This is an optimization exercise on Yosys and OpenROAD, whose aim is small area, a short achievable clock period and few clock cycles per item, not a production implementation.
Function was checked by simulation only, so behaviour that the tests miss may differ from the original.
Power figures rest on the tool's default switching activity, not on a simulated workload.

old:
// rpn_stack_calculator_top
module rpn_stack_calculator_top #(
    parameter int STACK_DEPTH = rsc_pkg::STACK_DEPTH_DEF
) (
    input  logic        i_clk,
    input  logic        i_rst_n,
    input  logic        i_in_valid,
    output logic        o_in_ready,
    input  logic [2:0]  i_req_type,
    input  logic [31:0] i_operand_value,
    output logic        o_out_valid,
    input  logic        i_out_ready,
    output logic [31:0] o_result_value,
    output logic [31:0] o_top_value,
    output logic [4:0]  o_stack_depth,
    output logic [2:0]  o_status
);
For scale: about 5600 cells after synthesis.
clock: 10.0 ns
lec_check: 0
cap_margin: 35
core_margin: 2
core_utilization: 40
setup_slack_margin: 5
slew_margin: 35
run.sh (not shown) runs the stock make flow with config.mk's settings and CLKGATE_MAP_FILE= SYNTH_SCRIPT=/design/flow/synth_recipe.tcl, a recipe that flattens the netlist after the stock synthesis.
Testbench counts of old, summed over its fixed seeds: cycles 12,876, items 4,000.
Changes in new relative to old:
--- a/flow/design.v
+++ b/flow/design.v
@@ -79,25 +79,17 @@
     assign is_mul  = (q_t == 3'd3);
     assign is_div  = (q_t == 3'd4);
     assign is_pow  = (q_t == 3'd5);
     assign is_bin  = is_add | is_sub | is_mul | is_div | is_pow;
     logic [32:0] as;
     logic        as_co, as_sat, t_zero, s_zero, pow_triv;
     logic [31:0] as_q, dz_q, pt_q;
-    logic [32:0] ad, sb;
-    logic        ad_co, sb_co, ad_sat, sb_sat;
-    logic [31:0] ad_q, sb_q;
-    rsc_add #(33) u_ad (.a({r_s[31], r_s}), .b({r_t[31], r_t}), .ci(1'b0), .s(ad), .co(ad_co));
-    rsc_add #(33) u_sb (.a({r_s[31], r_s}), .b(~{r_t[31], r_t}), .ci(1'b1), .s(sb), .co(sb_co));
-    assign ad_sat = ad[32] ^ ad[31];
-    assign sb_sat = sb[32] ^ sb[31];
-    assign ad_q   = ad_sat ? {ad[32], {31{~ad[32]}}} : ad[31:0];
-    assign sb_q   = sb_sat ? {sb[32], {31{~sb[32]}}} : sb[31:0];
-    assign as_sat = q_t[1] ? sb_sat : ad_sat;
-    assign as_q   = q_t[1] ? sb_q : ad_q;
+    rsc_add #(33) u_as (.a({r_s[31], r_s}), .b({r_t[31], r_t} ^ {33{q_t[1]}}), .ci(q_t[1]), .s(as), .co(as_co));
+    assign as_sat  = as[32] ^ as[31];
+    assign as_q    = as_sat ? {as[32], {31{~as[32]}}} : as[31:0];
     assign t_zero  = (r_t == 32'd0);
     assign s_zero  = (r_s == 32'd0);
     assign dz_q    = s_zero ? 32'd0 : {r_s[31], {31{~r_s[31]}}};
     assign pow_triv = ($signed(r_t) <= $signed(32'h0001_0000));
     assign pt_q    = t_zero ? 32'h0001_0000 : r_s;
     function automatic logic [1:0] nbyte(input logic [31:0] x);
         nbyte = (x[31:24] != 8'd0) ? 2'd3 : (x[23:16] != 8'd0) ? 2'd2 : (x[15:8] != 8'd0) ? 2'd1 : 2'd0;
@@ -253,14 +245,15 @@
     logic q_v_nx, s_v_nx, busy_nx;
     assign q_v_nx  = q_free ? (s_v | take) : 1'b1;
     assign s_v_nx  = ~q_free & (s_v | take);
     assign busy_nx = (exec & multi) | (busy & ~fin & ~((r_u == U_MF1) & (r_pc == 16'd1)));
     always_ff @(posedge i_clk) begin
         if (!i_rst_n) begin
             r_d  <= '0;
+            r_t  <= '0;
             r_ov <= 1'b0;
             r_ir <= 1'b1;
             q_v  <= 1'b0;
             s_v  <= 1'b0;
             r_u  <= U_IDLE;
         end else begin
             if (q_free) begin
@@ -283,14 +276,15 @@
             end
             r_ir <= ~s_v_nx & ~(busy_nx & q_v_nx);
             if (r_ov && i_out_ready) r_ov <= 1'b0;
             if (exec && single) begin
                 r_ov <= 1'b1;
                 r_st <= st_new;
                 r_rf <= res_ok;
+                r_t  <= t_new;
             end
             if (exec) begin
                 if (push_ok) begin
                     r_s <= r_t;
                     r_d <= r_d + 5'd1;
                 end
                 if (bin_ok) begin
@@ -334,14 +328,15 @@
                     r_nb  <= nb_m;
                     r_sat <= r_sat | m_sat;
                     r_cs  <= '0;
                     r_cc  <= '0;
                     r_cin <= 1'b0;
                     r_ic  <= '0;
                     if (r_pc == 16'd1) begin
+                        r_t  <= m_q;
                         r_rf <= 1'b1;
                         r_st <= (r_sat | m_sat) ? 3'd4 : 3'd0;
                         r_ov <= 1'b1;
                         r_u  <= U_IDLE;
                     end else begin
                         r_pc  <= r_pc - 16'd1;
                         r_sgn <= r_sgn ^ r_sa;
@@ -361,37 +356,24 @@
                         r_cs <= r2;
                         r_b  <= {r_b[29:0], ge1, ge2};
                         r_ic <= r_ic + 5'd1;
                         if (r_ic == 5'd15) r_u <= U_FIN;
                     end
                 end
                 U_FIN: begin
+                    r_t   <= f_q;
                     r_rf  <= 1'b1;
                     r_st  <= (r_sat | f_sat) ? 3'd4 : 3'd0;
                     r_ov  <= 1'b1;
                     r_u   <= U_IDLE;
                 end
                 default: ;
             endcase
         end
     end
-    logic t_op, t_ad, t_sb, t_dz, t_pt, t_m, t_f, t_h;
-    assign t_op = exec & push_ok;
-    assign t_ad = exec & bin_ok & is_add;
-    assign t_sb = exec & bin_ok & is_sub;
-    assign t_dz = exec & bin_ok & is_div & t_zero;
-    assign t_pt = exec & bin_ok & is_pow & pow_triv;
-    assign t_m  = (r_u == U_MF1) & (r_pc == 16'd1);
-    assign t_f  = fin;
-    assign t_h  = ~(t_op | t_ad | t_sb | t_dz | t_pt | t_m | t_f);
-    always_ff @(posedge i_clk) begin
-        r_t <= {32{i_rst_n}} & (({32{t_op}} & q_op) | ({32{t_ad}} & ad_q) | ({32{t_sb}} & sb_q)
-                              | ({32{t_dz}} & dz_q) | ({32{t_pt}} & pt_q) | ({32{t_m}} & m_q)
-                              | ({32{t_f}} & f_q) | ({32{t_h}} & r_t));
-    end
     always_ff @(posedge i_clk) begin
         for (int i = 0; i < 14; i++) begin
             if (exec && push_ok && r_d == 5'(i + 2)) r_mem[i] <= r_s;
         end
     end
     assign o_in_ready     = r_ir;
     assign o_out_valid    = r_ov;
### Flow results
- For synthesized cell count, new and old come out practically identical.
- Compared with old, new shows a critical path depth that is 2 lower.
- Global-route track usage on met2 (lower): new
- Final worst-path setup slack is lower on old
- Between new and old, the difference in number of placed cells counting well taps is negligible.
- Total CTS buffers, new vs old: up by a few percent
- Required time of the worst setup path: new and old compared, lower one is old
- On clock skew, the lower figure sits with new, not old.
- Looking at xor/xnor share of the synthesized area across new and old, the one that comes out lower is new.
- new went all the way through the flow, and no timing, DRC or antenna check failed.
- Compared with old, new shows a total power that is 150% higher.
- Core utilization: new lower than old
- Side by side, count of clock-buffer cells in the layout turned out higher in new than in old.
Testbench counts of new, summed over its fixed seeds: cycles 12,876, items 4,000.

[re-timing with driven ports]
How much do the figures lean on ideal ports? The routed layouts below were timed once more, with nothing changed but the port constraints. Step 1 (the two cells are an assumption about what drives the block):
set clk [get_ports {i_clk}]
set_driving_cell -lib_cell sky130_fd_sc_hd__clkbuf_16 $clk
set_driving_cell -lib_cell sky130_fd_sc_hd__buf_2 [delete_from_list [all_inputs] $clk]
Step 2 adds t to the input delays and takes it off the output delays; t is the mean of the earliest and latest rising clock arrival at the registers after step 1. Input paths then give back, and output paths get back, about the clock's delay inside the block. Slacks: ideal / step 1 / step 2; pairs: ideal / step 1.
run | t, ns | setup WS [ns] | slew at the worst register clock pin (ns) | worst slew at a driven data input, ns
old | 0.768 | 4.799 / 4.799 / 4.277 | 0.08 / 0.08 | 0.06
new | 0.803 | 4.921 / 4.921 / 4.281 | 0.07 / 0.07 | 0.12
After both steps every run listed still meets setup and hold. The setup slack of new, which loses most, moves by 0.000 ns with the drivers and by -0.640 ns with both steps.
